Source: an optimization exercise on an open RTL-to-GDS flow (aim: small area, a short achievable clock period and few clock cycles per item). Production flows keep margins and buffers that such runs may drop. RTL that was checked went through simulation tests only; none was proved equivalent to the original. For runs 1 to 4, only the layout was checked, not whether the RTL still works. Power figures rest on the tool's default switching activity, not on a simulated workload.

### flow/design.v
`default_nettype none
package sst_pkg;
   localparam int CAPACITY_DEFAULT = 16;
   localparam int KEY_BITS_DEFAULT = 16;
   localparam int COUNT_W = 16;
   localparam int TOTAL_W = 20;
   localparam int KEY_PORT_W = 16;
   localparam logic [COUNT_W-1:0] LIMIT_RESET = 16'd64;
   localparam logic CMD_INSERT = 1'b0;
   localparam logic CMD_QUERY  = 1'b1;
   localparam logic STATUS_OK      = 1'b0;
   localparam logic STATUS_NOSPACE = 1'b1;
endpackage
`default_nettype wire
`default_nettype none
module sst_ram #(
   parameter int WIDTH     = 32,
   parameter int DEPTH     = 16,
   parameter int ADDR_BITS = (DEPTH > 1) ? $clog2(DEPTH) : 1
) (
   input  wire logic                 clock,
   input  wire logic                 wr_en,
   input  wire logic [ADDR_BITS-1:0] wr_addr,
   input  wire logic [WIDTH-1:0]     wr_data,
   input  wire logic [ADDR_BITS-1:0] rd_addr,
   output logic      [WIDTH-1:0]     rd_data
);
   logic [WIDTH-1:0] mem_ff [DEPTH];
   logic [WIDTH-1:0] rd_data_ff;
   assign rd_data = rd_data_ff;
   always_ff @(posedge clock) begin
      if (wr_en) begin
         mem_ff[wr_addr] <= wr_data;
      end
      rd_data_ff <= mem_ff[rd_addr];
   end
endmodule
`default_nettype wire
`default_nettype none
module sorted_stack_count_table
#(
   parameter int CAPACITY = sst_pkg::CAPACITY_DEFAULT,
   parameter int KEY_BITS = sst_pkg::KEY_BITS_DEFAULT
) (
   input  wire logic                  clock,
   input  wire logic                  reset,
   input  wire logic                  req_valid,
   output logic                       req_ready,
   input  wire logic                  req_cmd,
   input  wire logic [sst_pkg::KEY_PORT_W-1:0] req_item_key,
   input  wire logic [sst_pkg::COUNT_W-1:0]    req_add_count,
   output logic                       rsp_valid,
   input  wire logic                  rsp_ready,
   output logic                       rsp_status,
   output logic                       rsp_found,
   output logic [sst_pkg::COUNT_W-1:0]         rsp_item_count,
   output logic [sst_pkg::TOTAL_W-1:0]         rsp_total_units,
   input  wire logic                  csr_wr_en,
   input  wire logic [sst_pkg::COUNT_W-1:0]    csr_wr_data
);
   localparam int CW = sst_pkg::COUNT_W;
   localparam int TW = sst_pkg::TOTAL_W;
   logic [KEY_BITS-1:0] key_ff [CAPACITY];
   logic [CW-1:0]       cnt_ff [CAPACITY];
   logic [CAPACITY-1:0] vld_ff;             
   logic [CAPACITY-1:0] lins_ff;            
   logic [TW-1:0]       total_ff;
   logic [CW-1:0]       limit_ff;
   logic                a_v;
   logic                a_cmd;
   logic [KEY_BITS-1:0] a_key;
   logic [CW-1:0]       a_add;
   logic                p_v;
   logic                p_cmd;
   logic [KEY_BITS-1:0] p_key;
   logic [CW-1:0]       p_add;
   logic [CAPACITY-1:0] p_match;
   logic                p_hit;
   logic [CW-1:0]       p_cnt;
   logic [CW-1:0]       p_room;             
   logic                p_big;              
   logic                p_same;
   logic                r_v, s_v;
   logic                r_status, r_found, s_status, s_found;
   logic [CW-1:0]       r_count, s_count;
   logic [TW-1:0]       r_total;
   logic                lr_found;
   logic [CW-1:0]       lr_count;
   function automatic logic [CW-1:0] add_pp(input logic [CW-1:0] a, input logic [CW-1:0] b);
      logic [CW-1:0] p, g, gn, pn, pp;
      p  = a ^ b;
      g  = a & b;
      pp = p;
      for (int d = 1; d < CW; d = d * 2) begin
         gn = g;
         pn = pp;
         for (int i = d; i < CW; i++) begin
            gn[i] = g[i] | (pp[i] & g[i-d]);
            pn[i] = pp[i] & pp[i-d];
         end
         g  = gn;
         pp = pn;
      end
      add_pp = p ^ {g[CW-2:0], 1'b0};
   endfunction
   function automatic logic le_pp(input logic [CW-1:0] a, input logic [CW-1:0] b);
      logic [CW-1:0] gt, eq;
      gt = a & ~b;
      eq = ~(a ^ b);
      for (int w = 1; w < CW; w = w * 2) begin
         for (int i = 0; i + w < CW; i = i + 2 * w) begin
            gt[i] = gt[i+w] | (eq[i+w] & gt[i]);
            eq[i] = eq[i+w] & eq[i];
         end
      end
      le_pp = !gt[0];
   endfunction
   logic                fire;               
   logic                a_go;               
   logic                a_v_nx, p_v_nx, r_v_nx, s_v_nx;
   logic                rdy_ff;
   assign fire      = p_v & ~s_v;
   assign a_go      = ~p_v | ~s_v;
   assign req_ready = rdy_ff;
   assign rsp_valid       = r_v;
   assign rsp_status      = r_status;
   assign rsp_found       = r_found;
   assign rsp_item_count  = r_count;
   assign rsp_total_units = r_total;
   always_comb begin
      a_v_nx = (req_valid && req_ready) || (a_v && !a_go);
      p_v_nx = (a_v && a_go) || (p_v && !fire);
      r_v_nx = s_v || fire || (r_v && !rsp_ready);
      s_v_nx = s_v ? !rsp_ready : (fire && r_v && !rsp_ready);
   end
   always_ff @(posedge clock) begin
      if (reset) begin
         a_v    <= 1'b0;
         p_v    <= 1'b0;
         r_v    <= 1'b0;
         s_v    <= 1'b0;
         rdy_ff <= 1'b1;
      end else begin
         a_v    <= a_v_nx;
         p_v    <= p_v_nx;
         r_v    <= r_v_nx;
         s_v    <= s_v_nx;
         rdy_ff <= !(a_v_nx && p_v_nx && s_v_nx);
      end
      if (req_ready) begin
         a_cmd <= req_cmd;
         a_key <= KEY_BITS'(req_item_key);
         a_add <= req_add_count;
      end
   end
   logic [CAPACITY-1:0] l_match;
   logic [CW-1:0]       l_cnt;
   always_comb begin
      l_cnt = '0;
      for (int i = 0; i < CAPACITY; i++) begin
         l_match[i] = vld_ff[i] && (key_ff[i] == a_key);
         l_cnt      = l_cnt | (l_match[i] ? cnt_ff[i] : '0);
      end
   end
   always_ff @(posedge clock) begin
      if (a_go) begin
         p_cmd   <= a_cmd;
         p_key   <= a_key;
         p_add   <= a_add;
         p_match <= l_match;
         p_hit   <= |l_match;
         p_cnt   <= l_cnt;
         p_room  <= limit_ff - a_add;
         p_big   <= a_add > limit_ff;
         p_same  <= fire && (a_key == p_key);
      end
   end
   logic [CAPACITY-1:0] m;
   logic                hit;
   logic [CW-1:0]       cnt;
   logic                fits_p, fits_r, fits;
   logic [CW-1:0]       sum_p, sum_r, sum;
   logic                ok;
   logic                ins;
   logic                do_add;
   logic [CAPACITY-1:0] free_oh;
   logic [CAPACITY-1:0] wsel;
   logic                res_status, res_found;
   logic [CW-1:0]       res_count;
   logic [TW-1:0]       total_nx;
   always_comb begin
      m        = p_match | (p_same ? lins_ff : '0);
      hit      = p_same ? lr_found : p_hit;
      cnt      = p_same ? lr_count : p_cnt;
      fits_p   = le_pp(p_cnt, p_room);
      fits_r   = le_pp(lr_count, p_room);
      fits     = (p_same && fits_r) || (!p_same && fits_p);
      sum_p    = add_pp(p_cnt, p_add);
      sum_r    = add_pp(lr_count, p_add);
      sum      = ({CW{p_same}} & sum_r) | ({CW{!p_same}} & sum_p);
      ins      = (p_cmd == sst_pkg::CMD_INSERT);
      ok       = !p_big && fits && (hit || !vld_ff[CAPACITY-1]);
      do_add   = fire && ins && ok;
      free_oh  = ~vld_ff & {vld_ff[CAPACITY-2:0], 1'b1};
      wsel     = hit ? m : free_oh;
      res_status = (ins && !ok) ? sst_pkg::STATUS_NOSPACE : sst_pkg::STATUS_OK;
      res_found  = hit || (ins && ok);
      res_count  = (ins && ok) ? sum : cnt;
      total_nx   = do_add ? total_ff + TW'(p_add) : total_ff;
   end
   always_ff @(posedge clock) begin
      for (int i = 0; i < CAPACITY; i++) begin
         if (fire && wsel[i]) begin
            key_ff[i] <= p_key;
            cnt_ff[i] <= res_count;
         end
      end
      if (fire) begin
         lins_ff  <= (do_add && !hit) ? free_oh : '0;
         lr_found <= res_found;
         lr_count <= res_count;
      end
      if (reset) begin
         vld_ff   <= '0;
         total_ff <= '0;
         limit_ff <= sst_pkg::LIMIT_RESET;
      end else begin
         if (do_add && !hit) begin
            vld_ff <= {vld_ff[CAPACITY-2:0], 1'b1};
         end
         total_ff <= total_nx;
         if (csr_wr_en) begin
            limit_ff <= csr_wr_data;
         end
      end
   end
   always_ff @(posedge clock) begin
      if (!r_v || rsp_ready) begin
         r_status <= s_v ? s_status : res_status;
         r_found  <= s_v ? s_found  : res_found;
         r_count  <= s_v ? s_count  : res_count;
         r_total  <= total_nx;
      end
      if (!s_v) begin
         s_status <= res_status;
         s_found  <= res_found;
         s_count  <= res_count;
      end
   end
endmodule
`default_nettype wire
### flow/flow/run.sh
#!/bin/bash
# The standard layout, with repair_timing asked for 7 ns of setup slack
# at the design's own clock period and constraints (constraint.sdc unchanged)
set -euo pipefail
bash standard.sh SETUP_SLACK_MARGIN=7 finish > make_finish.log 2>&1
### flow/standard.sh
#!/bin/bash
# synth_recipe.tcl (not shown) runs the flow's synth.tcl, then flattens the netlist and writes it again
# the make line also repeats each setting of config.mk as NAME=value (left out here)
make -C /OpenROAD-flow-scripts/flow DESIGN_CONFIG=/design/flow/config.mk WORK_HOME=/design/flow/orfs CLKGATE_MAP_FILE= SYNTH_SCRIPT=/design/flow/synth_recipe.tcl "${@:-finish}"
### flow/config.mk
export PLATFORM = sky130hd
export DESIGN_NAME = sorted_stack_count_table
export DESIGN_NICKNAME = sorted_stack_count_table
export VERILOG_FILES = /design/flow/design.v
export SDC_FILE = /design/flow/constraint.sdc
export NUM_CORES = 4
export LEC_CHECK = 0
export ABC_CLOCK_PERIOD_IN_PS = 1500
export CAP_MARGIN = 20
export CORE_MARGIN = 2
export CORE_UTILIZATION = 60
export CTS_CLUSTER_DIAMETER = 100
export CTS_CLUSTER_SIZE = 25
export PLACE_DENSITY = 0.7
export SLEW_MARGIN = 20
### flow/constraint.sdc
create_clock -name core_clock -period 10.0 [get_ports {clock}]
set_input_delay 2.0000 -clock core_clock [delete_from_list [all_inputs] [get_ports {clock}]]
set_output_delay 2.0000 -clock core_clock [all_outputs]
set_load 0.01 [all_outputs]
==> impl_metrics.py, run 1 <==
metrics = {
    "grt": {
        "grt_max_degree": 57,
        "antenna_found_initial": 0,
        "grt_pass1_wl_um": 123000,
        "overflow": 0,
        "track_usage_pct": 30.3,
        "grt_pass1_vias": 19200,
    },
    "detailed_routing": {
        "drt-total-wl_um": 85500,
        "vias": 19700,
        "detail_route.iter0.violations": 2213,
        "wire_per_inst_um": 27.5,
        "dr.pass1.iters": 5,
        "drtAntennaViolNets": 0,
        "drcViolationCount": 0,
        "via_per_inst": 6.34,
    },
    "worst_setup_path": {
        "cpMaxStageDelayCell": "mux4_2",
        "cpPeakStageDelay_ns": 0.61,
        "critical_path.max_fanout": 8,
        "worstPathRequired_ns": 10.34,
        "crit_arrival_ns": 3.70,
        "crit_chain": "ha_1, o21a_1, o2111ai_2, a31oi_4, o32a_1, nor2_4, buf_12, buf_8, mux4_2, buf_6, buf_16",
        "critPathKind": "reg -> reg",
        "cp-end-kind": "register",
        "crit_path_start_kind": "register",
    },
    "power_and_ir_drop": {
        "ir_drop_mv": 0.184,
        "power_leakage_nw": 13.4,
        "cellPowerDensity_nw_per_um2": 152,
    },
    "synthesis": {
        "synth_top_area_share_pct": 64.7,
        "synth_seq_area_share_pct": 69.4,
        "ys_seq_elements": 775,
        "synth_edf_count": 700,
        "ys_top_cells_by_area": "edfxtp_1 65%, xor2_1 7.0%, dfxtp_1 4.6%",
        "async_flop_share_pct": 0,
        "synth_cells": 2148,
        "ys_warn_count": 3,
        "syn_avg_cell_area_um2": 15.1,
        "syn_area_um2": 32500,
        "yosysTopAreaCell": "edfxtp_1",
        "synth_cell_types": 64,
        "synthesis.nets": 2298,
        "ys.flop_type": "edfxtp_1",
    },
    "timing": {
        "layout_min_cycle_time_ns": 3.36,
        "slew_violations": 0,
        "tns_ns": 0,
        "period_share_pct": 33.6,
        "hold_viol_final": 0,
        "timing.hold.ws_ns": 0.450,
        "tightest_slew_ns": 1.09,
        "relSlewSlack_pct": 27.1,
        "setup_viol": 0,
        "fin_worst_skew_ns": 0.0332,
        "max_freq_mhz": 298,
        "rsz0062_at_grt": "true",
    },
    "layout": {
        "drive_above_1_share_pct": 18.7,
        "final_cell_mix": "700 x edfxtp_1, 256 x xor2_1, 131 x buf_4, 87 x nand2_1, 79 x ha_1",
        "antenna_cells": 0,
        "final_common_cell": "edfxtp_1",
        "layout.nets": 2537,
        "area_growth_pct": 16.1,
    },
    "clock_network": {
        "cts.path.max_buffers": 3,
        "ctsRootBufferMaster": "clkbuf_16",
        "tritoncts": "done",
        "cts_max_level": 2,
        "clk_latency_ns": 0.60,
        "clk_pin_slew_worst_paths_ns": 0.10,
        "cts_num_sinks": 775,
        "cts-buffers-inserted": 37,
    },
    "place": {
        "portBuffers": 93,
        "place_hpwl_um": 49300,
        "routabilityCongestion": 0.864,
    },
    "hold_path": {
        "hold_class": "reg -> reg",
    },
    "run_status": {
        "run_status": "finished clean",
    },
    "floorplanning": {
        "die-area_um2": 56000,
        "die_w_um": 237,
        "ios": 94,
        "fp-row-count": 85,
        "dieHeight_um": 237,
        "fp.coreArea_um2": 53700,
        "start_util_pct": 60.5,
    },
    "job": {
        "maxCapViolations": 0,
    },
}
metal layers:
| layer | routed length, um | global-route usage (%) | up-vias |
|---|---|---|---|
| met5 | 0 | 0 | - |
| met4 | 3110 | 10.5 | 0 |
| met3 | 5700 | 3.15 | 176 |
| met2 | 42900 | 52.1 | 840 |
| met1 | 33800 | 40.6 | 10100 |
| li1 | - | - | 8662 |
power breakdown:
part           switching [mW]  total, mW  leakage, nW  internal [mW]
logic                   0.244      0.424         5.61          0.180
registers              0.0395       3.61         7.28           3.57
clock network           0.997       1.71        0.510          0.718
flip-flops by register name, indices dropped and copies added, names as in the netlist, 20 cells and up:
name	count
r_total	20
total_ff	20
cnt_ff	256
key_ff	256
cells in the mapped netlist (3+ instances only):
| cell type | instances |
|---|---|
| ha_1 | 92 |
| fa_1 | 4 |
| a21o_1 | 10 |
| edfxtp_1 | 700 |
| a211o_1 | 3 |
| inv_1 | 69 |
| nand4_1 | 46 |
| nor3_1 | 75 |
| nor4_1 | 51 |
| nor2b_1 | 30 |
| a31oi_1 | 5 |
| a211oi_1 | 21 |
| buf_2 | 36 |
| a21boi_0 | 3 |
| nand2_1 | 91 |
| clkbuf_1 | 36 |
| nand3_1 | 13 |
| or3_1 | 5 |
| buf_1 | 5 |
| o21ai_0 | 36 |
| a22o_1 | 65 |
| dfxtp_1 | 75 |
| a2111oi_0 | 3 |
| nor2_1 | 77 |
| o31ai_1 | 5 |
| a21oi_1 | 81 |
| mux4_2 | 14 |
| mux2_2 | 20 |
| o21bai_1 | 4 |
| nand2b_1 | 6 |
| o21a_1 | 21 |
| xor2_1 | 258 |
| xnor2_1 | 62 |
| mux2i_1 | 18 |
| a221oi_1 | 64 |
| and3_1 | 3 |
kinds of logic (layout without fill, tap and decap cells):
logic type	Yosys count	after routing	synth area share [%]
DFF	775	775	69.4
and+or+nand+nor	416	417	6.50
AOI/OAI and AO/OA	343	343	7.67
xor gates and xnor gates	320	320	8.63
buffers and inverters	146	412	1.83
adders and majority gates	96	96	3.79
muxes	52	52	2.22
per-stage QoR:
stage / power [mW] / instance area (um2) / setup slack (ns) / cells / util [%]
after floorplan: 3.89 / 32700 / 6.83 / 2148 / -
after global placement: 4.03 / 34800 / 5.99 / 2928 / 64.7
after detailed placement: 4.04 / 34800 / 5.80 / 2928 / 64.7
after CTS: 5.73 / 36800 / 6.68 / 3063 / 68.5
after global routing: 5.91 / 37700 / 6.59 / 3111 / 70.2
final: 5.75 / 37700 / 6.64 / 3111 / 70.2
critical path: cells and delay by family (launching register included):
family,cells,cell delay (ns)
AO/OA/AOI/OAI,4,0.96
multiplexers,1,0.61
buffers and inverters,4,0.54
flip-flops,1,0.48
adder cells (fa/ha/maj),1,0.33
AND/OR/NAND/NOR,1,0.17
cell type report:
cell class | count | area [um2]
sequential | 775 | 22500
fill | 3474 | 16000
multi-input combinational | 1228 | 10400
timing repair buffer | 276 | 2570
clock buffer | 63 | 1020
tap | 696 | 871
inverter | 69 | 259
clock inverter | 4 | 46.3
path summary, 6_finish.rpt:
check / startpoint / end / slack [ns] / depth (start not counted)
worst max-delay path: p_cnt[3]$_DFFE_PN_ / cnt_ff[0][0]$_DFFE_PP_ / 6.64 / 11
worst min-delay path: a_cmd$_DFFE_PP_ / p_cmd$_DFFE_PN_ / 0.45 / 0
worst max register to register: p_cnt[3]$_DFFE_PN_ / cnt_ff[0][0]$_DFFE_PP_ / 6.64 / 11
worst min register to register: a_cmd$_DFFE_PP_ / p_cmd$_DFFE_PN_ / 0.45 / 0
what timing repair did:
| action | 4_1_cts | 5_1_grt |
|---|---|---|
| hold buffers | 0 | 0 |
| setup buffers | 60 | 46 |
| resized for setup | 262 | 119 |
| cloned | 8 | 2 |
| pin swaps | 13 | 54 |
| setup endpoints to repair | 521 | 472 |
==> run 2, diff against run 1 <==
--- a/flow/config.mk
+++ b/flow/config.mk
@@ -7,9 +7,9 @@
 export LEC_CHECK = 0
-export ABC_CLOCK_PERIOD_IN_PS = 1500
+export ABC_CLOCK_PERIOD_IN_PS = 2500
 export CAP_MARGIN = 20
 export CORE_MARGIN = 2
-export CORE_UTILIZATION = 60
+export CORE_UTILIZATION = 75
 export CTS_CLUSTER_DIAMETER = 100
 export CTS_CLUSTER_SIZE = 25
-export PLACE_DENSITY = 0.7
+export PLACE_DENSITY = 0.82
 export SLEW_MARGIN = 20
==> run 2 against run 1 <==
  * Still clean on timing, DRC and antenna
  * Sequential cell count unchanged
  * Sequential share of layout area increased by 1.1 points
  * Clock skew increased by 0.0031 ns
  * Synthesized cell count unchanged
  * Wire length decreased by 1.6%
  * Critical endpoint is now cnt_ff[8][14]$_DFFE_PP_
  * Largest cell class unchanged
  * Largest power group unchanged
  * Highest routed layer unchanged
==> impl_metrics.py, run 2 <==
metrics = {
    "synthesis": {
        "syn_avg_cell_area_um2": 15.1,
        "ys_seq_elements": 775,
        "ys_warn_count": 3,
        "async_flop_share_pct": 0,
        "synth_cell_types": 64,
        "syn_area_um2": 32500,
        "synth_cells": 2148,
        "synth.most_common_cell": "edfxtp_1",
        "synth_common_cells": "700 x edfxtp_1, 258 x xor2_1, 92 x ha_1, 91 x nand2_1, 81 x a21oi_1",
        "yosysTopAreaCell": "edfxtp_1",
        "ys.flop_type": "edfxtp_1",
        "synth_edf_count": 700,
        "synth_seq_area_share_pct": 69.4,
        "synth_top_area_share_pct": 64.7,
        "synthesis.nets": 2298,
        "ys_top_cells_by_area": "edfxtp_1 65%, xor2_1 7.0%, dfxtp_1 4.6%",
    },
    "clock_network": {
        "clk_pin_slew_worst_paths_ns": 0.09,
        "cts_max_level": 2,
        "clk_latency_ns": 0.60,
        "cts_num_sinks": 775,
        "cts-buffers-inserted": 36,
        "tritoncts": "done",
        "ctsHoldBuffers": 0,
        "cts.path.max_buffers": 3,
        "ctsRootBufferMaster": "clkbuf_16",
    },
    "timing": {
        "hold_viol_final": 0,
        "relSlewSlack_pct": 29.8,
        "max_freq_mhz": 299,
        "layout_min_cycle_time_ns": 3.35,
        "tns_ns": 0,
        "rsz0062_at_grt": "true",
        "setup_viol": 0,
        "fin_worst_skew_ns": 0.0363,
        "slew_violations": 0,
        "tightest_slew_ns": 1.05,
        "period_share_pct": 33.5,
    },
    "floorplanning": {
        "die-area_um2": 45000,
        "fp.coreArea_um2": 42900,
        "fp-row-count": 76,
        "die_w_um": 212,
        "ios": 94,
        "dieHeight_um": 212,
        "start_util_pct": 75.7,
    },
    "grt": {
        "grt_pass1_wl_um": 120000,
        "overflow": 0,
        "track_usage_pct": 36.8,
        "grt_pass1_vias": 19900,
        "antenna_found_initial": 1,
        "grt_max_degree": 57,
    },
    "layout": {
        "drive_above_1_share_pct": 17.1,
        "layout.nets": 2512,
        "reg_top3": "cnt_ff x256, key_ff x256",
        "final_common_cell": "edfxtp_1",
        "area_growth_pct": 14.1,
        "final_cell_mix": "700 x edfxtp_1, 257 x xor2_1, 117 x buf_4, 87 x nand2_1, 75 x ha_1",
        "fin_util_pct": 86.4,
    },
    "power_and_ir_drop": {
        "cellPowerDensity_nw_per_um2": 153,
        "ir_drop_mv": 0.182,
        "power_mw": 5.66,
        "power_leakage_nw": 13.2,
    },
    "detailed_routing": {
        "drcViolationCount": 0,
        "wire_per_inst_um": 28.4,
        "drt-total-wl_um": 84100,
        "dr.pass1.iters": 5,
        "detail_route.iter0.violations": 2613,
        "drtAntennaViolNets": 0,
        "vias": 20300,
        "via_per_inst": 6.83,
    },
    "worst_setup_path": {
        "critPathKind": "reg -> reg",
        "crit_arrival_ns": 3.69,
        "critical_path.max_fanout": 9,
        "cp-end-kind": "register",
        "crit_path_start_kind": "register",
        "worstPathRequired_ns": 10.35,
    },
    "place": {
        "routabilityCongestion": 0.900,
        "place_hpwl_um": 48500,
        "portBuffers": 93,
    },
    "job": {
        "maxCapViolations": 0,
    },
    "hold_path": {
        "hold_class": "reg -> reg",
    },
    "run_status": {
        "run_status": "finished clean",
    },
}
==> run 2: cell counts after synthesis <==
No cell type changed its count.
==> run 2: layout make-up <==
type / instances / area, um2
clock buffer: 56 / 997
inverter: 69 / 259
fill: 1928 / 5840
antenna: 1 / 2.50
tap: 585 / 732
timing repair buffer: 253 / 2300
sequential: 775 / 22500
multi-input combinational: 1227 / 10200
==> run 2: logic make-up after synthesis <==
logic type,synth area share [%]
muxes,2.22
DFF,69.4
adders and majority gates,3.79
and+or+nand+nor,6.50
buffers and inverters,1.83
AOI/OAI and AO/OA,7.67
xor gates and xnor gates,8.63
==> run 2: repair_timing <==
action	in CTS	in global routing
cloned	4	2
pin swaps	13	43
gates resized for setup	236	99
buffers inserted	52	40
setup endpoints to repair	533	416
==> run 2: final timing paths <==
path                            cells past startpoint  slack [ns]                      end          startpoint
worst max-delay path                               13        6.65  cnt_ff[8][14]$_DFFE_PP_  p_add[0]$_DFFE_PN_
worst min-delay path                                0        0.45          p_cmd$_DFFE_PN_     a_cmd$_DFFE_PP_
worst max register to register                     13        6.65  cnt_ff[8][14]$_DFFE_PP_  p_add[0]$_DFFE_PN_
worst min register to register                      0        0.45          p_cmd$_DFFE_PN_     a_cmd$_DFFE_PP_
==> run 2: critical path: stages, from the launching register on <==
cell and delay [ns]:
edfxtp_1 0.46, ha_2 0.23, inv_2 0.06, fa_2 0.21, nor2b_2 0.06, o31ai_4 0.21
a21oi_2 0.10, o31a_1 0.29, o41a_1 0.41, nand3_2 0.12, o311ai_1 0.13, mux4_2 0.55
buf_6 0.16, buf_8 0.13
==> run 2: per-layer routing <==
layer,GRT usage (%),vias up,wire length [um]
li1,-,8597,-
met4,16.2,0,4050
met2,62.8,1406,41900
met3,5.36,301,8550
met1,47.5,9960,29600
met5,0,-,0
==> run 2: metrics by stage <==
stage	worst slack, ns	cells	hold WS (ns)	cell area [um2]
6_report	6.65	2966	0.448	37000
5_1_grt	6.60	2965	0.451	37000
4_1_cts	6.74	2922	0.455	36200
3_5_place_dp	6.21	2810	0.431	34600
3_3_place_gp	6.36	2810	0.445	34600
2_1_floorplan	6.83	2148	0.400	32700
==> run 2: where the power goes <==
group          switching, mW  internal, mW  total, mW
combinational          0.228         0.175      0.403
sequential            0.0530          3.57       3.62
clock                  0.945         0.695       1.64
==> run 3, diff against run 2 <==
==> flow/flow/run.sh (replaced) <==
#!/bin/bash
# The standard layout, with repair_timing asked for 6.6 ns of setup slack
# at the design's own clock period and constraints (constraint.sdc unchanged)
set -euo pipefail
bash standard.sh SETUP_SLACK_MARGIN=6.6 finish > make_finish.log 2>&1
--- a/flow/config.mk
+++ b/flow/config.mk
@@ -10,6 +10,6 @@
 export CORE_MARGIN = 2
-export CORE_UTILIZATION = 75
+export CORE_UTILIZATION = 60
 export CTS_CLUSTER_DIAMETER = 100
 export CTS_CLUSTER_SIZE = 25
-export PLACE_DENSITY = 0.82
+export PLACE_DENSITY = 0.7
 export SLEW_MARGIN = 20
==> run 3 against run 2 <==
  * Cell count rose by 2.7%
  * Die area grew 25%
  * Total power is 0.88% higher
  * Non-clock buffer count shrank 44
  * Synthesized area is the same
  * Still clean on timing, DRC and antenna
  * Largest cell class unchanged
  * Register-to-register slack worse by 0.09 ns
  * First-iteration DRC count is 18% lower
  * Combinational power decreased by 6.5%
  * Sequential cell count did not move
==> impl_metrics.py, run 3 <==
metrics = {
    "run_status": {
        "run_status": "finished clean",
    },
    "grt": {
        "overflow": 0,
        "grt_pass1_wl_um": 123000,
        "antenna_found_initial": 0,
        "track_usage_pct": 30.5,
        "grt_max_degree": 73,
        "grt_pass1_vias": 19100,
    },
    "worst_setup_path": {
        "rrSetupSlack_ns": 6.56,
        "crit_chain": "buf_6, ha_4, inv_2, fa_2, nor2b_2, o31ai_4, a21oi_2, o31a_1, o41a_1, nand3_1, o311ai_2, mux4_2, mux2_4",
        "crit_path_start_kind": "register",
        "critical_path.max_fanout": 5,
        "crit_arrival_ns": 3.79,
        "cp-end-kind": "register",
        "critPathKind": "reg -> reg",
        "cpPeakStageDelay_ns": 0.58,
        "r2r_start": "p_add[0]$_DFFE_PN_",
        "cpMaxStageDelayCell": "mux4_2",
        "reg2reg_depth": 13,
        "worstPathRequired_ns": 10.35,
        "startpoint": "p_add[0]$_DFFE_PN_",
    },
    "place": {
        "place_hpwl_um": 49400,
        "routabilityCongestion": 0.905,
        "portBuffers": 93,
    },
    "synthesis": {
        "syn_avg_cell_area_um2": 15.1,
        "synth_compound_gate_area_share_pct": 7.67,
        "synth_top_family_by_area": "XOR/XNOR gates",
        "synth_mux_area_share_pct": 2.22,
        "synth_xor_area_share_pct": 8.63,
        "ys_warn_count": 3,
        "ys.flop_type": "edfxtp_1",
        "async_flop_share_pct": 0,
        "syn_area_um2": 32500,
        "synth_cells": 2148,
        "synthAdderAreaFrac_pct": 3.79,
        "synthesis.nets": 2298,
        "synth_top_area_share_pct": 64.7,
        "synth_common_cells": "700 x edfxtp_1, 258 x xor2_1, 92 x ha_1, 91 x nand2_1, 81 x a21oi_1",
        "yosysTopAreaCell": "edfxtp_1",
        "synth_edf_count": 700,
        "ys_seq_elements": 775,
        "synth_simple_gate_area_share_pct": 6.50,
        "synth_seq_area_share_pct": 69.4,
        "synth_cell_types": 64,
        "ys_top_cells_by_area": "edfxtp_1 65%, xor2_1 7.0%, dfxtp_1 4.6%",
        "synth.most_common_cell": "edfxtp_1",
    },
    "clock_network": {
        "ctsRootBufferMaster": "clkbuf_16",
        "cts-buffers-inserted": 37,
        "cts_num_sinks": 775,
        "clk_pin_slew_worst_paths_ns": 0.10,
        "cts.path.max_buffers": 3,
        "ctsHoldBuffers": 0,
        "tritoncts": "done",
        "clk_latency_ns": 0.60,
        "cts_max_level": 2,
    },
    "detailed_routing": {
        "wire_per_inst_um": 28.0,
        "drt-total-wl_um": 85200,
        "vias": 19400,
        "drcViolationCount": 0,
        "wl_met2_um": 41300,
        "wl_met1_um": 33200,
        "detail_route.iter0.violations": 2152,
        "dr.pass1.iters": 5,
        "via_per_inst": 6.38,
        "top_layer": "met4",
        "drtAntennaViolNets": 0,
        "met3_length_um": 6420,
    },
    "floorplanning": {
        "dieHeight_um": 237,
        "fp.coreArea_um2": 53700,
        "fp-row-count": 85,
        "start_util_pct": 60.5,
        "die-area_um2": 56000,
        "die_w_um": 237,
        "ios": 94,
    },
    "timing": {
        "tns_ns": 0,
        "slew_violations": 0,
        "layout_min_cycle_time_ns": 3.44,
        "timing.hold.ws_ns": 0.466,
        "rsz0062_at_grt": "true",
        "relSlewSlack_pct": 30.8,
        "fin_worst_skew_ns": 0.0289,
        "period_share_pct": 34.4,
        "hold_viol_final": 0,
        "setup_viol": 0,
        "max_freq_mhz": 291,
        "tightest_slew_ns": 1.04,
    },
    "hold_path": {
        "holdCritStartpoint": "a_add[15]$_DFFE_PP_",
        "hold_class": "reg -> reg",
        "hold_depth": 0,
    },
    "layout": {
        "drive_above_1_share_pct": 11.5,
        "layout.nets": 2470,
        "reg_top3": "cnt_ff x256, key_ff x256",
        "antenna_cells": 0,
        "final_cell_mix": "700 x edfxtp_1, 258 x xor2_1, 107 x buf_4, 89 x nand2_1, 88 x ha_1",
        "area_growth_pct": 12.2,
        "final_common_cell": "edfxtp_1",
    },
    "power_and_ir_drop": {
        "power.internal_mw": 4.47,
        "power_switching_mw": 1.24,
        "comb_power_share_pct": 6.6,
        "seq_power_share_pct": 63.1,
        "cellPowerDensity_nw_per_um2": 157,
        "power_frac_clock_pct": 30.3,
        "power_leakage_nw": 12.9,
        "p_sw_share_pct": 21.7,
        "ir_drop_mv": 0.133,
    },
    "job": {
        "maxCapViolations": 0,
    },
}
-- run 3: final timing paths --
check	endpoint
setup / recovery	r_count[14]$_DFFE_PN_
hold / removal	p_add[15]$_DFFE_PN_
setup reg to reg	r_count[14]$_DFFE_PN_
hold reg to reg	p_add[15]$_DFFE_PN_
-- run 3: final cells by class --
class / instances / area (um2)
fill: 3690 / 17300
timing repair buffer: 209 / 1840
inverter: 69 / 259
tap: 696 / 871
multi-input combinational: 1228 / 9840
clock inverter: 3 / 37.5
clock buffer: 65 / 1070
sequential: 775 / 22500
-- run 3: cells by family (layout without fill, tap and decap cells) --
kind of cell	count (synthesis)	count (layout)
XOR/XNOR	320	320
AND/OR/NAND/NOR	416	416
buffers and inverters	146	346
AO/OA/AOI/OAI	343	343
flip-flops	775	775
multiplexers	52	53
adder cells (fa/ha/maj)	96	96
-- run 3: critical path: cells and delay by family, from the launching register on --
kind	cells	cell delay, ns
DFF	1	0.42
buffers and inverters	2	0.21
AOI/OAI and AO/OA	5	1.13
and+or+nand+nor	2	0.18
muxes	2	0.88
adders and majority gates	2	0.36
-- run 3: per-layer routing --
metal  vias to the layer above  GRT usage, %
li1                       8526             -
met1                      9794          40.3
met2                       904          50.6
met3                       214          4.51
met4                         0          13.6
met5                         -             0
-- run 3: per-stage QoR --
stage / utilization [%] / instance area [um2] / setup slack, ns / power [mW] / std cells
2_1_floorplan: - / 32600 / 6.20 / 3.89 / 2148
3_3_place_gp: 64.6 / 34700 / 5.82 / 4.03 / 2929
3_5_place_dp: 64.6 / 34700 / 5.77 / 4.04 / 2929
4_1_cts: 67.4 / 36200 / 6.56 / 5.73 / 3031
5_1_grt: 67.8 / 36400 / 6.48 / 5.88 / 3045
6_report: 67.8 / 36400 / 6.56 / 5.71 / 3045
-- run 3: power groups by stage --
| stage | combinational [mW] | clock (mW) | sequential, mW |
|---|---|---|---|
| global route | 0.409 | 1.86 | 3.61 |
| detailed placement | 0.354 | 0 | 3.68 |
| finish | 0.377 | 1.73 | 3.61 |
| CTS | 0.367 | 1.76 | 3.61 |
| floorplan | 0.218 | 0 | 3.67 |
| global placement | 0.346 | 0 | 3.68 |
-- run 3: what timing repair did --
| item | 4_1_cts | 5_1_grt |
|---|---|---|
| cloned | 1 | 1 |
| setup endpoints to repair | 383 | 279 |
| gates resized for setup | 79 | 26 |
| setup buffers | 33 | 13 |
| pin swaps | 8 | 6 |
| endpoints found under the hold margin | 0 | 0 |
==> run 4, diff against run 3 <==
--- a/flow/design.v
+++ b/flow/design.v
@@ -236,9 +236,11 @@
    end
-   always_ff @(posedge clock) begin
-      if (!r_v || rsp_ready) begin
-         r_status <= s_v ? s_status : res_status;
-         r_found  <= s_v ? s_found  : res_found;
-         r_count  <= s_v ? s_count  : res_count;
-         r_total  <= total_nx;
-      end
+   localparam int RW = 2 + CW + TW;
+   logic          r_take;               
+   logic [RW-1:0] r_q, r_new;
+   assign r_take = !r_v || rsp_ready;
+   assign r_q    = {r_status, r_found, r_count, r_total};
+   assign r_new  = s_v ? {s_status, s_found, s_count, total_nx}
+                       : {res_status, res_found, res_count, total_nx};
+   always_ff @(posedge clock) begin
+      {r_status, r_found, r_count, r_total} <= ({RW{r_take}} & r_new) | ({RW{!r_take}} & r_q);
       if (!s_v) begin
==> flow/flow/run.sh (replaced) <==
#!/bin/bash
# The standard layout, with repair_timing asked for 7 ns of setup slack
# at the design's own clock period and constraints (constraint.sdc unchanged)
set -euo pipefail
bash standard.sh SETUP_SLACK_MARGIN=7 finish > make_finish.log 2>&1
--- a/flow/config.mk
+++ b/flow/config.mk
@@ -7,3 +7,3 @@
 export LEC_CHECK = 0
-export ABC_CLOCK_PERIOD_IN_PS = 2500
+export ABC_CLOCK_PERIOD_IN_PS = 1500
 export CAP_MARGIN = 20
==> run 4 against run 3 <==
  * Sequential share of layout area is 1.5 points lower
  * Cell count is 2.1% higher
  * Clock power is essentially flat
  * Wire length up 5.1%
  * Total power rose by 1.3%
  * Sequential power hardly changed
  * Sequential cell count is the same
  * Setup slack better by 0.12 ns
  * Critical path depth down 12
  * Die area is 1.3% higher
  * First-iteration DRC count decreased by 2.3%
  * Critical path type is now reg -> out
  * Largest cell class unchanged
==> impl_metrics.py, run 4 <==
metrics = {
    "run_status": {
        "run_status": "finished clean",
    },
    "clock_network": {
        "cts_max_level": 2,
        "cts.path.max_buffers": 3,
        "clk_pin_slew_worst_paths_ns": 0.11,
        "cts_num_sinks": 775,
        "cts-buffers-inserted": 37,
        "clk_latency_ns": 0.62,
        "tritoncts": "done",
        "ctsRootBufferMaster": "clkbuf_16",
    },
    "synthesis": {
        "synth_cell_types": 73,
        "synth_edf_count": 718,
        "synth_common_cells": "718 x edfxtp_1, 266 x xor2_1, 103 x nand2_1, 92 x ha_1, 88 x a21oi_1",
        "ys_seq_elements": 775,
        "ys_warn_count": 3,
        "synth_seq_area_share_pct": 69.0,
        "synth_cells": 2182,
        "yosysTopAreaCell": "edfxtp_1",
        "syn_area_um2": 32900,
        "syn_avg_cell_area_um2": 15.1,
        "async_flop_share_pct": 0,
        "synth.most_common_cell": "edfxtp_1",
        "ys_top_cells_by_area": "edfxtp_1 66%, xor2_1 7.1%, ha_1 3.5%",
        "synth_top_area_share_pct": 65.5,
        "synthesis.nets": 2332,
        "ys.flop_type": "edfxtp_1",
    },
    "power_and_ir_drop": {
        "cellPowerDensity_nw_per_um2": 154,
        "power_leakage_nw": 13.5,
        "ir_drop_mv": 0.176,
        "power_mw": 5.79,
    },
    "timing": {
        "tns_ns": 0,
        "layout_min_cycle_time_ns": 3.32,
        "slew_violations": 0,
        "setup_viol": 0,
        "period_share_pct": 33.2,
        "tightest_slew_ns": 1.10,
        "timing.hold.ws_ns": 0.450,
        "max_freq_mhz": 301,
        "hold_viol_final": 0,
        "relSlewSlack_pct": 26.5,
        "rsz0062_at_grt": "true",
        "fin_worst_skew_ns": 0.0383,
    },
    "detailed_routing": {
        "wl_met1_um": 35000,
        "vias": 20200,
        "top_layer": "met4",
        "via_per_inst": 6.49,
        "dr.pass1.iters": 5,
        "drtAntennaViolNets": 0,
        "drt-total-wl_um": 89600,
        "drcViolationCount": 0,
        "wl_met2_um": 42800,
        "detail_route.iter0.violations": 2102,
        "wire_per_inst_um": 28.8,
        "met3_length_um": 8080,
    },
    "place": {
        "routabilityCongestion": 0.921,
        "place_hpwl_um": 52200,
        "portBuffers": 93,
        "dpl-instance-area_um2": 35100,
    },
    "floorplanning": {
        "die_w_um": 238,
        "fp-row-count": 85,
        "start_util_pct": 60.9,
        "ios": 94,
        "die-area_um2": 56700,
        "dieHeight_um": 238,
        "fp.coreArea_um2": 54000,
    },
    "grt": {
        "grt_pass1_wl_um": 127000,
        "overflow": 0,
        "track_usage_pct": 31.1,
        "antenna_found_initial": 3,
        "grt_max_degree": 60,
        "grt_pass1_vias": 19500,
    },
    "worst_setup_path": {
        "cp_top_family": "flip-flops",
        "critPathKind": "reg -> out",
        "worstPathRequired_ns": 8.00,
        "critical_path.max_fanout": 1,
        "path_buf_inv": 1,
        "crit_path_start_kind": "register",
        "cp-end-kind": "output port",
        "crit_chain": "buf_6",
        "cpMaxStageDelayCell": "edfxtp_1",
        "cpPeakStageDelay_ns": 0.52,
        "crit_arrival_ns": 1.32,
    },
    "layout": {
        "drive_above_1_share_pct": 16.3,
        "multi_input_area_um2": 10400,
        "fin_area_um2": 37700,
        "area_growth_pct": 14.4,
        "nFillCells": 3663,
        "final_cell_mix": "718 x edfxtp_1, 265 x xor2_1, 115 x buf_4, 97 x nand2_1, 84 x ha_1",
        "register_area_um2": 22700,
        "reg_top3": "cnt_ff x256, key_ff x256, total_ff x20",
        "final_common_cell": "edfxtp_1",
        "layout.nets": 2550,
    },
    "hold_path": {
        "hold_class": "reg -> reg",
    },
    "job": {
        "maxCapViolations": 0,
    },
}
==> run 4: timing repair <==
action	4_1_cts	5_1_grt
gates cloned	4	8
endpoints found under the setup margin	472	330
resized for setup	228	91
pin swaps	26	46
setup buffers	34	43
hold buffers	0	0
==> run 4: logic make-up after synthesis <==
group / Yosys count / synth area share, %
multiplexers: 47 / 1.80
AO/OA/AOI/OAI: 374 / 8.24
flip-flops: 775 / 69.0
AND/OR/NAND/NOR: 424 / 6.82
adder cells (fa/ha/maj): 96 / 3.74
XOR/XNOR: 320 / 8.52
buffers and inverters: 146 / 1.90
==> run 4: per-layer routing <==
layer	vias to the layer above	track usage [%]
li1	8768	-
met1	10100	42.8
met2	1102	50.5
met3	178	4.63
met4	0	12.6
met5	-	0
==> run 4: final timing paths <==
check	end	cells after the start	slack [ns]	start
worst max-delay path	rsp_item_count[13]	1	6.68	register
worst min-delay path	p_cmd$_DFFE_PN_	0	0.45	a_cmd$_DFFE_PP_
worst max register to register	register	10	6.76	p_add[1]$_DFFE_PN_
worst min register to register	p_cmd$_DFFE_PN_	0	0.45	a_cmd$_DFFE_PP_
==> run 4: stage by stage <==
step	std cells	setup slack, ns	util (%)
after floorplan	2182	6.68	-
after global placement	2968	5.98	65.0
after detailed placement	2968	5.85	65.0
after CTS	3058	6.66	67.9
after global routing	3109	6.67	69.7
final	3110	6.68	69.7
==> run 4: cell type report <==
| class | instances | share of cell area, % |
|---|---|---|
| sequential | 775 | 60.3 |
| inverter | 68 | 0.678 |
| clock inverter | 6 | 0.253 |
| tap | 696 | 2.31 |
| clock buffer | 46 | 2.61 |
| antenna | 1 | 0.00665 |
| timing repair buffer | 254 | 6.18 |
| multi-input combinational | 1264 | 27.7 |
==> run 4: where the power goes <==
| group | switching (mW) | internal [mW] | leakage, nW |
|---|---|---|---|
| Clock | 0.995 | 0.735 | 0.519 |
| Sequential | 0.0363 | 3.58 | 7.38 |
| Combinational | 0.270 | 0.173 | 5.61 |
| Total | 1.30 | 4.49 | 13.5 |
==> run 5, diff against run 4 <==
--- a/flow/design.v
+++ b/flow/design.v
@@ -86,4 +86,2 @@
    logic [TW-1:0]       r_total;
-   logic                lr_found;
-   logic [CW-1:0]       lr_count;
    function automatic logic [CW-1:0] add_pp(input logic [CW-1:0] a, input logic [CW-1:0] b);
@@ -192,9 +190,9 @@
       m        = p_match | (p_same ? lins_ff : '0);
-      hit      = p_same ? lr_found : p_hit;
-      cnt      = p_same ? lr_count : p_cnt;
+      hit      = p_same ? r_found : p_hit;
+      cnt      = p_same ? r_count : p_cnt;
       fits_p   = le_pp(p_cnt, p_room);
-      fits_r   = le_pp(lr_count, p_room);
+      fits_r   = le_pp(r_count, p_room);
       fits     = (p_same && fits_r) || (!p_same && fits_p);
       sum_p    = add_pp(p_cnt, p_add);
-      sum_r    = add_pp(lr_count, p_add);
+      sum_r    = add_pp(r_count, p_add);
       sum      = ({CW{p_same}} & sum_r) | ({CW{!p_same}} & sum_p);
@@ -218,5 +216,3 @@
       if (fire) begin
-         lins_ff  <= (do_add && !hit) ? free_oh : '0;
-         lr_found <= res_found;
-         lr_count <= res_count;
+         lins_ff <= (do_add && !hit) ? free_oh : '0;
       end
@@ -236,11 +232,9 @@
    end
-   localparam int RW = 2 + CW + TW;
-   logic          r_take;               
-   logic [RW-1:0] r_q, r_new;
-   assign r_take = !r_v || rsp_ready;
-   assign r_q    = {r_status, r_found, r_count, r_total};
-   assign r_new  = s_v ? {s_status, s_found, s_count, total_nx}
-                       : {res_status, res_found, res_count, total_nx};
-   always_ff @(posedge clock) begin
-      {r_status, r_found, r_count, r_total} <= ({RW{r_take}} & r_new) | ({RW{!r_take}} & r_q);
+   always_ff @(posedge clock) begin
+      if (!r_v || rsp_ready) begin
+         r_status <= s_v ? s_status : res_status;
+         r_found  <= s_v ? s_found  : res_found;
+         r_count  <= s_v ? s_count  : res_count;
+         r_total  <= total_nx;
+      end
       if (!s_v) begin
--- a/flow/config.mk
+++ b/flow/config.mk
@@ -7,3 +7,3 @@
 export LEC_CHECK = 0
-export ABC_CLOCK_PERIOD_IN_PS = 1500
+export ABC_CLOCK_PERIOD_IN_PS = 2500
 export CAP_MARGIN = 20
==> run 5 against run 4 <==
  * Core utilization rose by 0.79 points
  * Via count fell by 1.1%
  * Setup slack improved by 0.025 ns
  * Total power fell by 1.7%
  * Critical path type unchanged
  * Largest power group unchanged
==> impl_metrics.py, run 5 <==
metrics = {
    "synthesis": {
        "synth_cells": 2112,
        "yosysTopAreaCell": "edfxtp_1",
        "synth_common_cells": "683 x edfxtp_1, 273 x xor2_1, 92 x ha_1, 82 x nor2_1, 75 x dfxtp_1",
        "synth_cell_types": 76,
        "syn_avg_cell_area_um2": 15.3,
        "ys_warn_count": 3,
        "async_flop_share_pct": 0,
        "synth_top_area_share_pct": 63.4,
        "synth_edf_count": 683,
        "ys_seq_elements": 758,
        "ys.flop_type": "edfxtp_1",
        "synthesis.nets": 2262,
        "synth.most_common_cell": "edfxtp_1",
        "ys_top_cells_by_area": "edfxtp_1 63%, xor2_1 7.4%, dfxtp_1 4.6%",
        "synth_seq_area_share_pct": 68.1,
        "syn_area_um2": 32300,
    },
    "detailed_routing": {
        "detail_route.iter0.violations": 2511,
        "top_layer": "met4",
        "vias": 20000,
        "wl_met1_um": 36500,
        "drtAntennaViolNets": 0,
        "drcViolationCount": 0,
        "wl_met2_um": 40700,
        "wire_per_inst_um": 28.3,
        "met3_length_um": 8050,
        "drt-total-wl_um": 87700,
        "dr.pass1.iters": 5,
        "via_per_inst": 6.45,
    },
    "hold_path": {
        "hold_class": "reg -> reg",
    },
    "worst_setup_path": {
        "r2r_start": "r_count[1]$_DFFE_PN_",
        "crit_arrival_ns": 1.30,
        "cp_num_cells": 1,
        "path_buf_inv": 1,
        "startpoint": "r_count[4]$_DFFE_PN_",
        "crit_path_start_kind": "register",
        "cpMaxStageDelayCell": "edfxtp_1",
        "worstPathRequired_ns": 8.00,
        "crit_chain": "buf_2",
        "cpPeakStageDelay_ns": 0.50,
        "critical_path.max_fanout": 2,
        "rrSetupSlack_ns": 6.73,
        "r2r_end": "cnt_ff[3][12]$_DFFE_PP_",
        "cp-end-kind": "output port",
        "reg2reg_depth": 13,
        "critPathKind": "reg -> out",
        "cp_top_family": "flip-flops",
        "crit_end": "rsp_item_count[4]",
    },
    "clock_network": {
        "ctsHoldBuffers": 0,
        "cts_num_sinks": 758,
        "cts.path.max_buffers": 3,
        "clk_pin_slew_worst_paths_ns": 0.10,
        "ctsRootBufferMaster": "clkbuf_16",
        "cts-buffers-inserted": 36,
        "tritoncts": "done",
        "cts_max_level": 2,
        "clk_latency_ns": 0.61,
    },
    "timing": {
        "slew_violations": 0,
        "rsz0062_at_grt": "true",
        "hold_viol_final": 0,
        "layout_min_cycle_time_ns": 3.30,
        "period_share_pct": 33.0,
        "setup_viol": 0,
        "fin_worst_skew_ns": 0.0291,
        "tightest_slew_ns": 1.00,
        "tns_ns": 0,
        "max_freq_mhz": 303,
        "relSlewSlack_pct": 33.0,
    },
    "grt": {
        "overflow": 0,
        "grt_max_degree": 64,
        "grt_pass1_wl_um": 126000,
        "track_usage_pct": 30.8,
        "antenna_found_initial": 1,
        "grt_pass1_vias": 19200,
    },
    "layout": {
        "final_cell_mix": "683 x edfxtp_1, 272 x xor2_1, 140 x buf_4, 78 x nor2_1",
        "final_common_cell": "edfxtp_1",
        "reg_top3": "cnt_ff x256, key_ff x256",
        "drive_above_1_share_pct": 21.3,
        "area_growth_pct": 16.8,
        "layout.nets": 2522,
        "final_cell_count_no_fill": 3096,
        "antenna_cells": 0,
    },
    "power_and_ir_drop": {
        "power_frac_clock_pct": 29.8,
        "seq_power_share_pct": 62.1,
        "power_mw": 5.69,
        "ir_drop_mv": 0.136,
        "cellPowerDensity_nw_per_um2": 151,
        "power_leakage_nw": 13.8,
        "power_switching_mw": 1.28,
        "p_sw_share_pct": 22.5,
        "comb_power_share_pct": 8.1,
        "power.internal_mw": 4.41,
    },
    "place": {
        "routabilityCongestion": 0.895,
        "place_hpwl_um": 50500,
        "dp.cells": 2892,
        "portBuffers": 93,
    },
    "floorplanning": {
        "die_w_um": 236,
        "start_util_pct": 60.3,
        "ios": 94,
        "fp.coreArea_um2": 53600,
        "dieHeight_um": 236,
        "die-area_um2": 55800,
        "fp-row-count": 85,
    },
    "run_status": {
        "run_status": "finished clean",
    },
    "job": {
        "maxCapViolations": 0,
    },
}
run 5: routing by layer:
layer / vias to the layer above / global-route usage (%)
met2: 1008 / 48.2
met1: 10200 / 45.8
li1: 8626 / -
met4: 0 / 8.73
met3: 159 / 4.21
met5: - / 0
run 5: layout make-up:
cell class                      count  area [um2]
Fill cell                        3595       15800
Timing Repair Buffer              294        2630
Tap cell                          696         871
Multi-Input combinational cell   1212       10900
Inverter                           70         269
Clock inverter                      3        33.8
Clock buffer                       63        1030
Sequential cell                   758       22000
run 5: cell families (layout without fill, tap and decap cells):
| group | count (synthesis) | after routing | share of synthesized area (%) |
|---|---|---|---|
| buffers and inverters | 144 | 430 | 1.86 |
| DFF | 758 | 758 | 68.1 |
| AOI/OAI and AO/OA | 342 | 342 | 8.13 |
| muxes | 76 | 76 | 2.98 |
| and+or+nand+nor | 375 | 377 | 6.47 |
| xor gates and xnor gates | 321 | 321 | 8.69 |
| adders and majority gates | 96 | 96 | 3.81 |
run 5: per-stage QoR:
step           area [um2]  utilization [%]  setup WS [ns]  hold slack (ns)
2_1_floorplan       32500                -           7.00            0.400
3_3_place_gp        34500             64.3           6.29            0.432
3_5_place_dp        34500             64.3           6.17            0.436
4_1_cts             36700             68.5           6.68            0.460
5_1_grt             37800             70.5           6.68            0.474
6_report            37800             70.5           6.70            0.458
run 5: what timing repair did:
action	CTS	global route
gates cloned	3	3
pin swaps	45	68
resized for setup	275	149
buffers inserted	90	42
setup endpoints to repair	951	535
run 5: how the worst min path moves through the flow:
stage	start	endpoint	slack, ns	depth (start not counted)
floorplan	a_cmd$_DFFE_PP_	p_cmd$_DFFE_PN_	0.40	0
global placement	s_count[2]$_DFF_P_	s_count[2]$_DFF_P_	0.43	2
detailed placement	a_add[12]$_DFFE_PP_	p_add[12]$_DFFE_PN_	0.44	0
CTS	a_add[12]$_DFFE_PP_	p_add[12]$_DFFE_PN_	0.46	0
global route	a_add[10]$_DFFE_PP_	p_add[10]$_DFFE_PN_	0.47	0
finish	a_add[12]$_DFFE_PP_	p_add[12]$_DFFE_PN_	0.46	0
run 5: power by group through the flow:
stage          clock network (mW)  registers [mW]  logic [mW]
2_1_floorplan                   0            3.59       0.226
4_1_cts                      1.71            3.53       0.418
3_5_place_dp                    0            3.61       0.367
6_report                     1.69            3.53       0.462
3_3_place_gp                    0            3.61       0.357
5_1_grt                      1.81            3.54       0.495
Testbench counts of run 5, summed over its fixed seeds: cycles 4,288, requests 4,096.
==> run 6, diff against run 5 <==
--- a/flow/design.v
+++ b/flow/design.v
@@ -62,6 +62,7 @@
    localparam int TW = sst_pkg::TOTAL_W;
+   localparam int IW = (CAPACITY > 1) ? $clog2(CAPACITY) : 1;
+   localparam int UW = $clog2(CAPACITY + 1);
    logic [KEY_BITS-1:0] key_ff [CAPACITY];
    logic [CW-1:0]       cnt_ff [CAPACITY];
-   logic [CAPACITY-1:0] vld_ff;             
-   logic [CAPACITY-1:0] lins_ff;            
+   logic [UW-1:0]       used_ff;            
    logic [TW-1:0]       total_ff;
@@ -76,3 +77,3 @@
    logic [CW-1:0]       p_add;
-   logic [CAPACITY-1:0] p_match;
+   logic [IW-1:0]       p_idx;              
    logic                p_hit;
@@ -86,2 +87,5 @@
    logic [TW-1:0]       r_total;
+   logic                lr_found;
+   logic [CW-1:0]       lr_count;
+   logic [IW-1:0]       lr_idx;             
    function automatic logic [CW-1:0] add_pp(input logic [CW-1:0] a, input logic [CW-1:0] b);
@@ -155,7 +159,10 @@
    logic [CW-1:0]       l_cnt;
+   logic [IW-1:0]       l_idx;
    always_comb begin
       l_cnt = '0;
+      l_idx = '0;
       for (int i = 0; i < CAPACITY; i++) begin
-         l_match[i] = vld_ff[i] && (key_ff[i] == a_key);
+         l_match[i] = (UW'(i) < used_ff) && (key_ff[i] == a_key);
          l_cnt      = l_cnt | (l_match[i] ? cnt_ff[i] : '0);
+         l_idx      = l_idx | (l_match[i] ? IW'(i) : '0);
       end
@@ -167,3 +174,3 @@
          p_add   <= a_add;
-         p_match <= l_match;
+         p_idx   <= l_idx;
          p_hit   <= |l_match;
@@ -175,3 +182,3 @@
    end
-   logic [CAPACITY-1:0] m;
+   logic [IW-1:0]       idx;
    logic                hit;
@@ -183,4 +190,4 @@
    logic                do_add;
-   logic [CAPACITY-1:0] free_oh;
-   logic [CAPACITY-1:0] wsel;
+   logic                full;
+   logic [IW-1:0]       widx;
    logic                res_status, res_found;
@@ -189,16 +196,16 @@
    always_comb begin
-      m        = p_match | (p_same ? lins_ff : '0);
-      hit      = p_same ? r_found : p_hit;
-      cnt      = p_same ? r_count : p_cnt;
+      idx      = p_same ? lr_idx : p_idx;
+      hit      = p_same ? lr_found : p_hit;
+      cnt      = p_same ? lr_count : p_cnt;
       fits_p   = le_pp(p_cnt, p_room);
-      fits_r   = le_pp(r_count, p_room);
+      fits_r   = le_pp(lr_count, p_room);
       fits     = (p_same && fits_r) || (!p_same && fits_p);
       sum_p    = add_pp(p_cnt, p_add);
-      sum_r    = add_pp(r_count, p_add);
+      sum_r    = add_pp(lr_count, p_add);
       sum      = ({CW{p_same}} & sum_r) | ({CW{!p_same}} & sum_p);
       ins      = (p_cmd == sst_pkg::CMD_INSERT);
-      ok       = !p_big && fits && (hit || !vld_ff[CAPACITY-1]);
+      full     = used_ff == UW'(CAPACITY);
+      ok       = !p_big && fits && (hit || !full);
       do_add   = fire && ins && ok;
-      free_oh  = ~vld_ff & {vld_ff[CAPACITY-2:0], 1'b1};
-      wsel     = hit ? m : free_oh;
+      widx     = hit ? idx : IW'(used_ff);
       res_status = (ins && !ok) ? sst_pkg::STATUS_NOSPACE : sst_pkg::STATUS_OK;
@@ -210,3 +217,3 @@
       for (int i = 0; i < CAPACITY; i++) begin
-         if (fire && wsel[i]) begin
+         if (fire && (hit || !full) && widx == IW'(i)) begin
             key_ff[i] <= p_key;
@@ -216,6 +223,8 @@
       if (fire) begin
-         lins_ff <= (do_add && !hit) ? free_oh : '0;
+         lr_idx   <= widx;
+         lr_found <= res_found;
+         lr_count <= res_count;
       end
       if (reset) begin
-         vld_ff   <= '0;
+         used_ff  <= '0;
          total_ff <= '0;
@@ -224,3 +233,3 @@
          if (do_add && !hit) begin
-            vld_ff <= {vld_ff[CAPACITY-2:0], 1'b1};
+            used_ff <= used_ff + UW'(1);
          end
--- a/flow/config.mk
+++ b/flow/config.mk
@@ -10,6 +10,6 @@
 export CORE_MARGIN = 2
-export CORE_UTILIZATION = 60
+export CORE_UTILIZATION = 75
 export CTS_CLUSTER_DIAMETER = 100
 export CTS_CLUSTER_SIZE = 25
-export PLACE_DENSITY = 0.7
+export PLACE_DENSITY = 0.82
 export SLEW_MARGIN = 20
==> run 6 against run 5 <==
  * Synthesized cell count shrank 2.4%
  * Setup slack lost 0.069 ns
  * Combinational power shrank 11%
  * Synthesized area shrank 2.9%
  * Core utilization grew 18 points
  * Cell count shrank 7.8%
  * Die area shrank 22%
  * Largest power group unchanged
==> impl_metrics.py, run 6 <==
metrics = {
    "timing": {
        "slew_violations": 0,
        "tightest_slew_ns": 1.17,
        "layout_min_cycle_time_ns": 3.37,
        "rsz0062_at_grt": "true",
        "fin_worst_skew_ns": 0.0379,
        "max_freq_mhz": 297,
        "relSlewSlack_pct": 21.8,
        "period_share_pct": 33.7,
        "setup_viol": 0,
        "timing.hold.ws_ns": 0.454,
        "tns_ns": 0,
        "hold_viol_final": 0,
    },
    "detailed_routing": {
        "wl_met1_um": 29700,
        "drt-total-wl_um": 90400,
        "wl_met2_um": 43200,
        "vias": 20600,
        "drtAntennaViolNets": 0,
        "top_layer": "met5",
        "drcViolationCount": 0,
        "wire_per_inst_um": 31.7,
        "met3_length_um": 11100,
        "dr.pass1.iters": 6,
        "via_per_inst": 7.22,
        "detail_route.iter0.violations": 3137,
    },
    "synthesis": {
        "ys_warn_count": 3,
        "synth_common_cells": "676 x edfxtp_1, 196 x xor2_1, 127 x xnor2_1, 94 x ha_1, 87 x nor2_1",
        "ys_top_cells_by_area": "edfxtp_1 65%, xor2_1 5.5%, dfxtp_1 4.1%",
        "synth.most_common_cell": "edfxtp_1",
        "synthesis.nets": 2213,
        "syn_area_um2": 31400,
        "synth_edf_count": 676,
        "async_flop_share_pct": 0,
        "synth_top_area_share_pct": 64.6,
        "synth_cell_types": 70,
        "synth_cells": 2061,
        "ys.flop_type": "edfxtp_1",
        "syn_avg_cell_area_um2": 15.2,
        "yosysTopAreaCell": "edfxtp_1",
        "ys_seq_elements": 740,
        "synth_seq_area_share_pct": 68.7,
    },
    "worst_setup_path": {
        "rrSetupSlack_ns": 6.63,
        "crit_path_start_kind": "register",
        "crit_arrival_ns": 3.72,
        "r2r_end": "r_count[10]$_DFFE_PN_",
        "critPathKind": "reg -> reg",
        "cp_num_cells": 12,
        "cpPeakStageDelay_ns": 0.58,
        "path_buf_inv": 2,
        "cpMaxStageDelayCell": "mux4_2",
        "cp_top_family": "compound AO/OA/AOI/OAI gates",
        "reg2reg_depth": 12,
        "critical_path.max_fanout": 3,
        "worstPathRequired_ns": 10.36,
        "crit_chain": "ha_4, inv_2, fa_2, nor2b_4, o31a_1, buf_6, o32ai_4, o21bai_1, a21oi_2, xnor2_1, mux4_2, mux2_4",
        "cp-end-kind": "register",
        "r2r_start": "p_cnt[0]$_DFFE_PN_",
    },
    "place": {
        "dpl-instance-area_um2": 33300,
        "routabilityCongestion": 0.910,
        "portBuffers": 93,
        "place_hpwl_um": 47800,
    },
    "hold_path": {
        "whs_endpoint": "p_cmd$_DFFE_PN_",
        "hold_class": "reg -> reg",
        "hold_depth": 0,
        "holdCritStartpoint": "a_cmd$_DFFE_PP_",
    },
    "grt": {
        "antenna_found_initial": 1,
        "grt_pass1_wl_um": 121000,
        "track_usage_pct": 38.1,
        "grt_pass1_vias": 19700,
        "grt_max_degree": 73,
        "overflow": 0,
    },
    "layout": {
        "reg_top3": "cnt_ff x256, key_ff x256",
        "final_cell_mix": "676 x edfxtp_1, 196 x xor2_1, 126 x xnor2_1, 126 x buf_4, 81 x ha_1",
        "fin_util_pct": 88.6,
        "final_common_cell": "edfxtp_1",
        "nFillCells": 1582,
        "area_growth_pct": 15.9,
        "layout.nets": 2455,
        "drive_above_1_share_pct": 19.2,
        "fin_area_um2": 36400,
    },
    "floorplanning": {
        "die-area_um2": 43500,
        "ios": 94,
        "fp-row-count": 74,
        "die_w_um": 209,
        "dieHeight_um": 209,
        "start_util_pct": 76.4,
        "fp.coreArea_um2": 41100,
    },
    "power_and_ir_drop": {
        "ir_drop_mv": 0.184,
        "cellPowerDensity_nw_per_um2": 152,
        "power_leakage_nw": 13.1,
    },
    "clock_network": {
        "cts-buffers-inserted": 35,
        "clk_latency_ns": 0.61,
        "cts.path.max_buffers": 3,
        "ctsRootBufferMaster": "clkbuf_16",
        "cts_max_level": 2,
        "clk_pin_slew_worst_paths_ns": 0.10,
        "ctsHoldBuffers": 0,
        "tritoncts": "done",
        "cts_num_sinks": 740,
    },
    "job": {
        "maxCapViolations": 0,
    },
    "run_status": {
        "run_status": "finished clean",
    },
}
[run 6: cell types whose count changed in the layout (fill, tap and decap cells not counted), sizes merged, moves of 10 or more]
cell   before  now
a21oi      68   54
dfxtp      75   64
nand2      37   63
o21ai      29   42
inv        71   61
nand3      12   22
buf       241  220
nand4      38   53
xnor2      48  127
xor2      273  196
nor3       83   28
mux2i      35   22
[run 6: worst register-to-register path, cell delays in order, from the launching register on]
cell and delay, ns:
edfxtp_1 0.49, ha_4 0.23, inv_2 0.06, fa_2 0.23
nor2b_4 0.06, o31a_1 0.28, buf_6 0.14, o32ai_4 0.28
o21bai_1 0.16, a21oi_2 0.19, xnor2_1 0.10, mux4_2 0.58
mux2_4 0.32
[run 6: area by class of cell]
| class | count | area, um2 | area share, % |
|---|---|---|---|
| sequential | 740 | 21600 | 59.3 |
| timing repair buffer | 273 | 2530 | 6.94 |
| clock inverter | 3 | 33.8 | 0.0928 |
| antenna | 1 | 2.50 | 0.00687 |
| tap | 532 | 666 | 1.83 |
| clock buffer | 54 | 990 | 2.72 |
| inverter | 61 | 238 | 0.653 |
| multi-input combinational | 1192 | 10400 | 28.5 |
[run 6: worst max path at each step]
stage / startpoint / endpoint / slack, ns
2_1_floorplan: s_v$_SDFF_PP0_ / cnt_ff[13][0]$_DFFE_PP_ / 6.56
3_3_place_gp: p_same$_DFFE_PN_ / total_ff[15]$_SDFF_PP0_ / 6.04
3_5_place_dp: p_same$_DFFE_PN_ / r_count[2]$_DFFE_PN_ / 5.65
4_1_cts: p_v$_SDFF_PP0_ / key_ff[15][13]$_DFFE_PP_ / 6.70
5_1_grt: p_cnt[0]$_DFFE_PN_ / r_count[10]$_DFFE_PN_ / 6.65
6_report: p_cnt[0]$_DFFE_PN_ / r_count[10]$_DFFE_PN_ / 6.63
[run 6: per-layer routing]
layer,GRT usage (%),up-vias
met5,0,-
met4,19.3,2
met3,6.78,471
met2,63.8,1843
met1,48.5,9925
li1,-,8385
[run 6: repair_timing]
item,in CTS,in global routing
setup buffers,68,59
endpoints found under the setup margin,897,634
gates resized for setup,263,111
gates cloned,5,2
pin swaps,46,51
[run 6: cell families (layout without fill, tap and decap cells)]
family / count (synthesis) / count (layout) / share of synthesized area, %
flops: 740 / 740 / 68.7
buf+inv: 133 / 391 / 1.73
compound gates: 333 / 334 / 7.93
fa+ha+maj: 98 / 98 / 4.00
mux: 53 / 53 / 2.17
simple gates: 381 / 384 / 6.47
xor+xnor: 323 / 323 / 9.00
other cells: 0 / 1 / 0
[run 6: per-stage QoR]
| step | instances | power [mW] | setup WS (ns) |
|---|---|---|---|
| finish | 2856 | 5.54 | 6.63 |
| global route | 2855 | 5.65 | 6.65 |
| CTS | 2792 | 5.44 | 6.70 |
| detailed placement | 2662 | 3.88 | 5.65 |
| global placement | 2662 | 3.86 | 6.04 |
| floorplan | 2061 | 3.73 | 6.56 |
[run 6: power breakdown]
group / switching (mW) / internal, mW / total, mW / leakage (nW)
sequential: 0.0587 / 3.42 / 3.47 / 6.97
combinational: 0.239 / 0.172 / 0.411 / 5.66
clock: 0.955 / 0.698 / 1.65 / 0.492
Testbench counts of run 6, summed over its fixed seeds: cycles 4,288, requests 4,096.

## re-timing with driven ports
The flow's constraints put no driver on any port. The routed layouts listed below were extracted and timed again, unchanged, in two steps. Step 1, drivers: a clkbuf_16 drives clock and a buf_2 each remaining input, both assumed. Step 2 adds t to the input delays and takes it off the output delays; t is the mean of the earliest and latest rising clock arrival at the registers after step 1. Input paths then give back, and output paths get back, about the clock's delay inside the block. Three values: no drivers, after step 1, after step 2; two values: the first two.
run	shift t [ns]	slack for setup (ns)	hold slack, ns	clock arrival spread, ns	worst slew at a driven data input, ns
run 1	0.647	6.639 / 6.639 / 6.475	0.450 / 0.450 / 0.450	0.034 / 0.033	0.05
run 2	0.642	6.654 / 6.654 / 6.480	0.448 / 0.448 / 0.448	0.036 / 0.036	0.07
run 3	0.647	6.562 / 6.562 / 6.344	0.466 / 0.466 / 0.466	0.030 / 0.030	0.05
run 4	0.667	6.679 / 6.618 / 6.556	0.450 / 0.450 / 0.450	0.039 / 0.039	0.05
run 5	0.658	6.704 / 6.642 / 6.557	0.458 / 0.458 / 0.458	0.029 / 0.030	0.05
run 6	0.654	6.634 / 6.634 / 6.426	0.454 / 0.454 / 0.454	0.042 / 0.042	0.05
After both steps setup and hold are still met in every run listed. The setup slack of run 3, which loses most, moves by 0.000 ns with the drivers and by -0.218 ns with both steps.
